What follows belongs to an exercise in optimizing a design on an open flow for small area, a short achievable clock period and few clock cycles; a production flow would make more cautious choices. At most, simulation tests tie the RTL to the original design; equivalence was not proved. Power and IR drop assume default switching activity.

==> inputs of v22 <==
## stereo_rms_level_smoother
module stereo_rms_level_smoother (
  input  wire logic                 clk,
  input  wire logic                 rst_n,
  input  wire logic                 in_valid,
  output logic                      in_stall,
  input  wire logic signed [15:0]   in_left_sample,
  input  wire logic signed [15:0]   in_right_sample,
  input  wire logic                 in_last_frame,
  output logic                      out_valid,
  input  wire logic                 out_stall,
  output logic [14:0]               out_rms_level,
  output logic [14:0]               out_smoothed_level,
  output logic [11:0]               out_radius,
  input  wire logic                 cfg_we,
  input  wire logic [2:0]           cfg_index,
  input  wire logic [15:0]          cfg_wdata
);
clock: 12.0 ns
lec_check: 0
cap_margin: 60
core_margin: 2
core_utilization: 40
slew_margin: 60
run.sh (not shown) runs the stock make flow with config.mk's settings and CLKGATE_MAP_FILE= SYNTH_SCRIPT=/design/flow/synth_recipe.tcl, a recipe that flattens the netlist after the stock synthesis.
==> v26: changes against v22 <==
--- a/flow/design.v
+++ b/flow/design.v
@@ -599,49 +599,42 @@
   output logic             ready2_n,
   output logic             xfer,
   output logic             pre,
   output logic [14:0]      rms,
   output logic [14:0]      smoothed
 );
-  logic        busy, done, dfull, sready;
+  logic        busy, done;
   logic [4:0]  cnt;
   logic [29:0] dq;
   logic [9:0]  dr;
   logic [8:0]  nd;
   logic [1:0]  qp;
   logic [18:0] sr;
   logic [14:0] root;
   logic [30:0] acc;
-  logic        busy_n, done_n, dfull_n, load_n, run_n;
+  logic        busy_n, done_n, start_n;
   logic [4:0]  cnt_n;
-  logic        step, dstep, go, sready_n;
+  logic        step;
   logic [9:0]  x1, x2, y1;
   logic [18:0] sx, sy;
   logic        sbit, rbit, sbit_r;
   logic [15:0] sp;
   logic [16:0] hadd;
-  assign step  = busy && !done;
-  assign dstep = step && cnt <= 5'd14;
-  assign pre   = done && b_idle;
-  assign xfer  = pre && (!ov || !out_stall);
-  assign go    = sready && (start || (dfull && !step));
-  assign busy_n   = rst_n && (go || (busy && !xfer));
-  assign done_n   = rst_n && !go && busy && !xfer && (done || cnt == 5'd16);
-  assign cnt_n    = go ? 5'd0 : (step ? cnt + 5'd1 : cnt);
-  assign dfull_n  = rst_n && (start || (dfull && !(dstep && cnt == 5'd14)));
-  assign sready_n = !busy_n || (done_n && b_idle_n && !ov_n);
-  assign run_n    = busy_n && !done_n;
-  assign ready_n  = !dfull_n;
-  assign load_n   = closed_n && !dfull_n;
-  assign ready2_n = !load_n && (!dfull_n || (run_n && cnt_n == 5'd14));
-  assign ready    = !dfull;
+  assign step = busy && !done;
+  assign pre  = done && b_idle;
+  assign xfer = pre && (!ov || !out_stall);
+  assign busy_n   = rst_n && (start || (busy && !xfer));
+  assign done_n   = rst_n && !start && busy && !xfer && (done || cnt == 5'd16);
+  assign cnt_n    = start ? 5'd0 : (step ? cnt + 5'd1 : cnt);
+  assign ready_n  = !busy_n || (done_n && b_idle_n && !ov_n);
+  assign start_n  = closed_n && ready_n;
+  assign ready2_n = !start_n && (!busy_n || ((done_n || cnt_n == 5'd16) && b_idle_n && !ov_n));
   always_ff @(posedge clk) begin
-    busy   <= busy_n;
-    done   <= done_n;
-    dfull  <= dfull_n;
-    sready <= sready_n;
+    busy  <= busy_n;
+    done  <= done_n;
+    ready <= ready_n;
   end
   logic        sx_co, acc_co;
   logic [11:0] y4, ca, cb;
   logic [10:0] nd3;
   assign y1 = {dr[8:0], dq[29]};
   assign x1 = 10'(({y1, 1'b1} + {{1'b0, nd} ^ {10{!dr[9]}}, !dr[9]}) >> 1);
@@ -679,31 +672,26 @@
     .s  (acc_hi1),
     .co (acc_co)
   );
   assign acc_n = {acc_lo[17] ? acc_hi1 : acc[29:16], acc_lo[16:0]};
   always_ff @(posedge clk) begin
     if (start) begin
-      dr  <= {3'b0, sum[37:31]};
-      dq  <= sum[30:1];
-      nd  <= n;
-      nd3 <= 11'(n) + {1'b0, n, 1'b0};
-    end else if (dstep) begin
-      dr  <= x2;
-      dq  <= {dq[27:0], 2'b00};
-    end
-  end
-  always_ff @(posedge clk) begin
-    if (go) begin
+      dr   <= {3'b0, sum[37:31]};
+      dq   <= sum[30:1];
+      nd   <= n;
+      nd3  <= 11'(n) + {1'b0, n, 1'b0};
       qp   <= 2'b00;
       sr   <= '0;
       root <= '0;
       acc  <= 31'd1;
       cnt  <= '0;
     end else if (step) begin
       cnt    <= cnt_n;
       sbit_r <= sbit;
+      dr     <= x2;
+      dq     <= {dq[27:0], 2'b00};
       qp     <= {!x1[9], !x2[9]};
       if (!cnt[4]) begin
         sr   <= sx;
         root <= {root[13:0], !sx[18]};
       end
       if (cnt >= 5'd2) begin
@@ -728,13 +716,12 @@
   input  wire logic        out_stall,
   output logic             idle,
   output logic             idle_n,
   output logic             out_valid,
   output logic             ov_n,
   output logic [14:0]      out_rms,
-  output logic [14:0]      s_cur,
   output logic [14:0]      out_sm,
   output logic [11:0]      out_rad
 );
   logic        busy, above, ovf, neg;
   logic [4:0]  cnt;
   logic [27:0] pr;
@@ -744,14 +731,14 @@
   logic [14:0] dm, ab_s;
   logic [17:0] t, m0, m1, m2, cs_s, cs_c;
   logic [15:0] ov;
   logic [16:0] x1, y1;
   logic [13:0] rs;
   logic [11:0] rad;
-  logic        dhl_co, dlh_co, dm_co, ov_co, ab_co;
-  assign fin    = busy && ((cnt == 5'd0 && !above) || cnt == 5'd17);
+  logic        dhl_co, dlh_co, dm_co, t_co, ov_co, ab_co;
+  assign fin    = busy && ((cnt == 5'd0 && !above) || cnt == 5'd18);
   assign busy_n = rst_n && (load || (busy && !fin));
   assign ov_n   = rst_n && (fin || (out_valid && out_stall));
   assign idle   = !busy;
   assign idle_n = !busy_n;
   always_ff @(posedge clk) begin
     neg <= hi < lo;
@@ -760,38 +747,37 @@
   srls_add #(12) u_dlh (.a(lo), .b(~hi), .ci(1'b1), .s(dlh), .co(dlh_co));
   assign amag = neg ? dlh : dhl;
   srls_add #(15) u_dm (.a(d), .b({15{1'b1}}), .ci(1'b0), .s(dm), .co(dm_co));
   assign h = neg ? {2'b0, dm[14:1]} : {2'b0, d[14:1]};
   srls_add #(15) u_ab (.a(th), .b(~smoothed), .ci(1'b1), .s(ab_s), .co(ab_co));
   assign m0   = {2'b0, pr[27:12]};
-  assign m1   = pr[0] ? {3'b0, s_cur} : 18'd0;
-  assign m2   = pr[1] ? {2'b0, s_cur, 1'b0} : 18'd0;
+  assign m1   = pr[0] ? {3'b0, out_sm} : 18'd0;
+  assign m2   = pr[1] ? {2'b0, out_sm, 1'b0} : 18'd0;
   assign cs_s = m0 ^ m1 ^ m2;
   assign cs_c = (m0 & m1) | (m0 & m2) | (m1 & m2);
-  assign t    = cs_s + {cs_c[16:0], 1'b0};
+  srls_add #(18) u_t (.a(cs_s), .b({cs_c[16:0], 1'b0}), .ci(1'b0), .s(t), .co(t_co));
   srls_add #(16) u_ov (.a(pr[27:12]), .b(~{1'b0, d}), .ci(1'b1), .s(ov), .co(ov_co));
   assign y1 = {pr[27:12], pr[11]};
   assign x1 = 17'(({y1, 1'b1} + {{2'b0, d} ^ {17{!pr[27]}}, !pr[27]}) >> 1);
-  assign rs = 14'(({14'(lo), 1'b1} + {14'({pr[10:0], !x1[16]}) ^ {14{neg}}, neg}) >> 1);
+  assign rs = 14'(({14'(lo), 1'b1} + {14'(pr[11:0]) ^ {14{neg}}, neg}) >> 1);
   always_comb begin
     if (ovf)          rad = neg ? 12'd0 : 12'd4095;
     else if (rs[13])  rad = 12'd0;
     else if (rs[12])  rad = 12'd4095;
     else              rad = rs[11:0];
   end
   always_ff @(posedge clk) begin
     busy      <= busy_n;
     out_valid <= ov_n;
     if (!rst_n) begin
-      s_cur <= '0;
+      out_sm <= '0;
     end else if (load) begin
-      s_cur <= smoothed;
+      out_sm <= smoothed;
     end
     if (load) begin
       out_rms <= rms;
-      out_sm  <= smoothed;
     end
   end
   always_ff @(posedge clk) begin
     if (pre) begin
       cnt   <= '0;
       above <= !ab_co;
@@ -856,35 +842,33 @@
   logic        v_r, en_r, last_r;
   logic        closed_r, closed_n, stall_r;
   logic        a_ready, a_ready_n, a_ready2_n;
   logic        take, en_next, closing;
   logic [37:0] sum_r, carry_r, acc_s, acc_c, sum_s, sum_c, total;
   logic [8:0]  n_r, n_add;
-  logic        handoff, clr_r, accept_r, stall_n;
+  logic        handoff, fresh_r;
   assign closing  = v_r && last_r;
   assign handoff  = closed_r && a_ready;
   assign in_stall = stall_r;
-  assign take     = rst_n && in_valid && accept_r;
+  assign take     = rst_n && in_valid && !stall_r;
   assign n_add    = n_r + 9'(en_r);
   assign en_next  = take && (closing || closed_r || !n_add[8]);
   assign closed_n = rst_n && (closing || (closed_r && !handoff));
-  assign stall_n  = rst_n && ((take && in_last_frame && !a_ready2_n) || (closed_n && !a_ready_n));
   logic [15:0] l_abs, r_abs;
   assign l_abs = 16'(in_left_sample[15]  ? -in_left_sample  : in_left_sample);
   assign r_abs = 16'(in_right_sample[15] ? -in_right_sample : in_right_sample);
   always_ff @(posedge clk) begin
     v_r     <= take;
     en_r    <= en_next;
     last_r  <= in_last_frame;
-    stall_r  <= stall_n;
-    accept_r <= !stall_n;
+    stall_r <= rst_n && ((take && in_last_frame && !a_ready2_n) || (closed_n && !a_ready_n));
     lm_r    <= en_next ? l_abs : 16'd0;
     rm_r    <= en_next ? r_abs : 16'd0;
   end
-  assign acc_s = clr_r ? 38'd0 : sum_r;
-  assign acc_c = clr_r ? 38'd0 : carry_r;
+  assign acc_s = (handoff || fresh_r) ? 38'd0 : sum_r;
+  assign acc_c = (handoff || fresh_r) ? 38'd0 : carry_r;
   srls_addsub u_acc (
     .lm  (lm_r),
     .rm  (rm_r),
     .as_ (acc_s),
     .ac  (acc_c),
     .ys  (sum_s),
@@ -898,32 +882,32 @@
     .s  (total),
     .co (total_co)
   );
   always_ff @(posedge clk) begin
     sum_r   <= sum_s;
     carry_r <= sum_c;
-    clr_r   <= !rst_n || (closed_n && a_ready_n);
+    fresh_r <= !rst_n;
     if (!rst_n) begin
       n_r      <= '0;
       closed_r <= 1'b0;
     end else begin
       n_r      <= handoff ? 9'(en_r) : n_add;
       closed_r <= closed_n;
     end
   end
   logic        xfer, pre, b_idle, b_idle_n, ov_n;
-  logic [14:0] rms, smoothed, s_cur;
+  logic [14:0] rms, smoothed;
   srls_seq u_level (
     .clk       (clk),
     .rst_n     (rst_n),
     .start     (handoff),
     .closed_n  (closed_n),
     .sum       (total),
     .n         (n_r),
     .w         (cfg_w),
-    .s_prev    (s_cur),
+    .s_prev    (out_smoothed_level),
     .b_idle    (b_idle),
     .b_idle_n  (b_idle_n),
     .ov        (out_valid),
     .ov_n      (ov_n),
     .out_stall (out_stall),
     .ready     (a_ready),
@@ -948,12 +932,11 @@
     .out_stall (out_stall),
     .idle      (b_idle),
     .idle_n    (b_idle_n),
     .out_valid (out_valid),
     .ov_n      (ov_n),
     .out_rms   (out_rms_level),
-    .s_cur     (s_cur),
     .out_sm    (out_smoothed_level),
     .out_rad   (out_radius)
   );
 endmodule
 `default_nettype wire
CAP_MARGIN = 20   (was 60)
SLEW_MARGIN = 20   (was 60)
==> v32: changes against v22 <==
--- a/flow/design.v
+++ b/flow/design.v
@@ -728,13 +728,12 @@
   input  wire logic        out_stall,
   output logic             idle,
   output logic             idle_n,
   output logic             out_valid,
   output logic             ov_n,
   output logic [14:0]      out_rms,
-  output logic [14:0]      s_cur,
   output logic [14:0]      out_sm,
   output logic [11:0]      out_rad
 );
   logic        busy, above, ovf, neg;
   logic [4:0]  cnt;
   logic [27:0] pr;
@@ -745,13 +744,13 @@
   logic [17:0] t, m0, m1, m2, cs_s, cs_c;
   logic [15:0] ov;
   logic [16:0] x1, y1;
   logic [13:0] rs;
   logic [11:0] rad;
   logic        dhl_co, dlh_co, dm_co, ov_co, ab_co;
-  assign fin    = busy && ((cnt == 5'd0 && !above) || cnt == 5'd17);
+  assign fin    = busy && ((cnt == 5'd0 && !above) || cnt == 5'd18);
   assign busy_n = rst_n && (load || (busy && !fin));
   assign ov_n   = rst_n && (fin || (out_valid && out_stall));
   assign idle   = !busy;
   assign idle_n = !busy_n;
   always_ff @(posedge clk) begin
     neg <= hi < lo;
@@ -760,38 +759,37 @@
   srls_add #(12) u_dlh (.a(lo), .b(~hi), .ci(1'b1), .s(dlh), .co(dlh_co));
   assign amag = neg ? dlh : dhl;
   srls_add #(15) u_dm (.a(d), .b({15{1'b1}}), .ci(1'b0), .s(dm), .co(dm_co));
   assign h = neg ? {2'b0, dm[14:1]} : {2'b0, d[14:1]};
   srls_add #(15) u_ab (.a(th), .b(~smoothed), .ci(1'b1), .s(ab_s), .co(ab_co));
   assign m0   = {2'b0, pr[27:12]};
-  assign m1   = pr[0] ? {3'b0, s_cur} : 18'd0;
-  assign m2   = pr[1] ? {2'b0, s_cur, 1'b0} : 18'd0;
+  assign m1   = pr[0] ? {3'b0, out_sm} : 18'd0;
+  assign m2   = pr[1] ? {2'b0, out_sm, 1'b0} : 18'd0;
   assign cs_s = m0 ^ m1 ^ m2;
   assign cs_c = (m0 & m1) | (m0 & m2) | (m1 & m2);
   assign t    = cs_s + {cs_c[16:0], 1'b0};
   srls_add #(16) u_ov (.a(pr[27:12]), .b(~{1'b0, d}), .ci(1'b1), .s(ov), .co(ov_co));
   assign y1 = {pr[27:12], pr[11]};
   assign x1 = 17'(({y1, 1'b1} + {{2'b0, d} ^ {17{!pr[27]}}, !pr[27]}) >> 1);
-  assign rs = 14'(({14'(lo), 1'b1} + {14'({pr[10:0], !x1[16]}) ^ {14{neg}}, neg}) >> 1);
+  assign rs = 14'(({14'(lo), 1'b1} + {14'(pr[11:0]) ^ {14{neg}}, neg}) >> 1);
   always_comb begin
     if (ovf)          rad = neg ? 12'd0 : 12'd4095;
     else if (rs[13])  rad = 12'd0;
     else if (rs[12])  rad = 12'd4095;
     else              rad = rs[11:0];
   end
   always_ff @(posedge clk) begin
     busy      <= busy_n;
     out_valid <= ov_n;
     if (!rst_n) begin
-      s_cur <= '0;
+      out_sm <= '0;
     end else if (load) begin
-      s_cur <= smoothed;
+      out_sm <= smoothed;
     end
     if (load) begin
       out_rms <= rms;
-      out_sm  <= smoothed;
     end
   end
   always_ff @(posedge clk) begin
     if (pre) begin
       cnt   <= '0;
       above <= !ab_co;
@@ -856,35 +854,33 @@
   logic        v_r, en_r, last_r;
   logic        closed_r, closed_n, stall_r;
   logic        a_ready, a_ready_n, a_ready2_n;
   logic        take, en_next, closing;
   logic [37:0] sum_r, carry_r, acc_s, acc_c, sum_s, sum_c, total;
   logic [8:0]  n_r, n_add;
-  logic        handoff, clr_r, accept_r, stall_n;
+  logic        handoff, fresh_r;
   assign closing  = v_r && last_r;
   assign handoff  = closed_r && a_ready;
   assign in_stall = stall_r;
-  assign take     = rst_n && in_valid && accept_r;
+  assign take     = rst_n && in_valid && !stall_r;
   assign n_add    = n_r + 9'(en_r);
   assign en_next  = take && (closing || closed_r || !n_add[8]);
   assign closed_n = rst_n && (closing || (closed_r && !handoff));
-  assign stall_n  = rst_n && ((take && in_last_frame && !a_ready2_n) || (closed_n && !a_ready_n));
   logic [15:0] l_abs, r_abs;
   assign l_abs = 16'(in_left_sample[15]  ? -in_left_sample  : in_left_sample);
   assign r_abs = 16'(in_right_sample[15] ? -in_right_sample : in_right_sample);
   always_ff @(posedge clk) begin
     v_r     <= take;
     en_r    <= en_next;
     last_r  <= in_last_frame;
-    stall_r  <= stall_n;
-    accept_r <= !stall_n;
+    stall_r <= rst_n && ((take && in_last_frame && !a_ready2_n) || (closed_n && !a_ready_n));
     lm_r    <= en_next ? l_abs : 16'd0;
     rm_r    <= en_next ? r_abs : 16'd0;
   end
-  assign acc_s = clr_r ? 38'd0 : sum_r;
-  assign acc_c = clr_r ? 38'd0 : carry_r;
+  assign acc_s = (handoff || fresh_r) ? 38'd0 : sum_r;
+  assign acc_c = (handoff || fresh_r) ? 38'd0 : carry_r;
   srls_addsub u_acc (
     .lm  (lm_r),
     .rm  (rm_r),
     .as_ (acc_s),
     .ac  (acc_c),
     .ys  (sum_s),
@@ -898,32 +894,32 @@
     .s  (total),
     .co (total_co)
   );
   always_ff @(posedge clk) begin
     sum_r   <= sum_s;
     carry_r <= sum_c;
-    clr_r   <= !rst_n || (closed_n && a_ready_n);
+    fresh_r <= !rst_n;
     if (!rst_n) begin
       n_r      <= '0;
       closed_r <= 1'b0;
     end else begin
       n_r      <= handoff ? 9'(en_r) : n_add;
       closed_r <= closed_n;
     end
   end
   logic        xfer, pre, b_idle, b_idle_n, ov_n;
-  logic [14:0] rms, smoothed, s_cur;
+  logic [14:0] rms, smoothed;
   srls_seq u_level (
     .clk       (clk),
     .rst_n     (rst_n),
     .start     (handoff),
     .closed_n  (closed_n),
     .sum       (total),
     .n         (n_r),
     .w         (cfg_w),
-    .s_prev    (s_cur),
+    .s_prev    (out_smoothed_level),
     .b_idle    (b_idle),
     .b_idle_n  (b_idle_n),
     .ov        (out_valid),
     .ov_n      (ov_n),
     .out_stall (out_stall),
     .ready     (a_ready),
@@ -948,12 +944,11 @@
     .out_stall (out_stall),
     .idle      (b_idle),
     .idle_n    (b_idle_n),
     .out_valid (out_valid),
     .ov_n      (ov_n),
     .out_rms   (out_rms_level),
-    .s_cur     (s_cur),
     .out_sm    (out_smoothed_level),
     .out_rad   (out_radius)
   );
 endmodule
 `default_nettype wire
CAP_MARGIN = 85   (was 60)
SLEW_MARGIN = 85   (was 60)
==> qor summary <==
quantity	v22	v26	v32
Outcome	timing/DRC/antenna clean	timing/DRC/antenna clean	timing/DRC/antenna clean
Count of routing violations after the opening detailed-route iteration	1204	1457	1172
Flops & latches, synth	422	405	406
Number of enable-type register cells in the synthesized netlist	128	113	113
Multiplexer area fraction after synthesis	1.07%	1.35%	1.16%
Max Clock Skew	0.0448 ns	0.0288 ns	0.0330 ns
Die Wd	288 µm	284 µm	285 µm
Worst slack after detailed placement	7.03 ns	6.25 ns	5.94 ns
Effective utilization at floorplan	40.2%	40.4%	40.6%
Net switching component of the power	1830 µW	1720 µW	1880 µW
Power density over the cells	143 mW/mm²	143 mW/mm²	141 mW/mm²
Share of the final layout cell area in sequential cells	27.0%	26.4%	24.5%
Number of vias per cell after detailed routing	4.98	5.02	5.07
Logic power comb	1770 µW	1740 µW	2130 µW
Fraction of power consumed by combinational cells	34.2%	34.6%	39.1%
Terminus of the critical flop-to-flop path	u_map.out_rad[7]	u_map.pr[24]	u_level.dr[8]
IR Drop Worst-Case VDD	0.0969 mV	0.107 mV	0.107 mV
Part of the power in registers	36.2%	34.8%	32.1%
Clock buffers	66	74	74
Testbench counts of v32, summed over its fixed seeds: cycles 6,944.
The RTL of v22 and v26 was laid out without a check of its function.

what the ideal ports hide:
How much do the figures lean on ideal ports? The routed layouts below were timed once more, with nothing changed but the port constraints. Step 1 sets driving cells, clkbuf_16 on the clock port and buf_2 on the other inputs (assumed; they add their load-dependent delay and slew). Step 2, shift: input delay + t, output delay - t, t = (earliest + latest rising clock arrival at the registers) / 2. This alone moves slack from input paths to output paths. Three values: ideal ports, drivers, drivers and shift; two values: the first two.
run | t, ns | slack for setup (ns) | worst setup path at the end | latest minus earliest clock arrival (ns) | pins driven straight from the clock port
v22 | 0.656 | 6.988 / 6.988 / 6.988 | register to register | 0.051 / 0.052 | 1
v26 | 0.655 | 6.889 / 6.926 / 6.270 | input to register | 0.029 / 0.029 | 1
v32 | 0.645 | 4.524 / 4.524 / 4.524 | register to register | 0.038 / 0.038 | 1
After both steps setup and hold are still met in every run listed. For v26, which loses most, drivers alone change the setup slack by +0.037 ns; drivers and shift together by -0.619 ns.
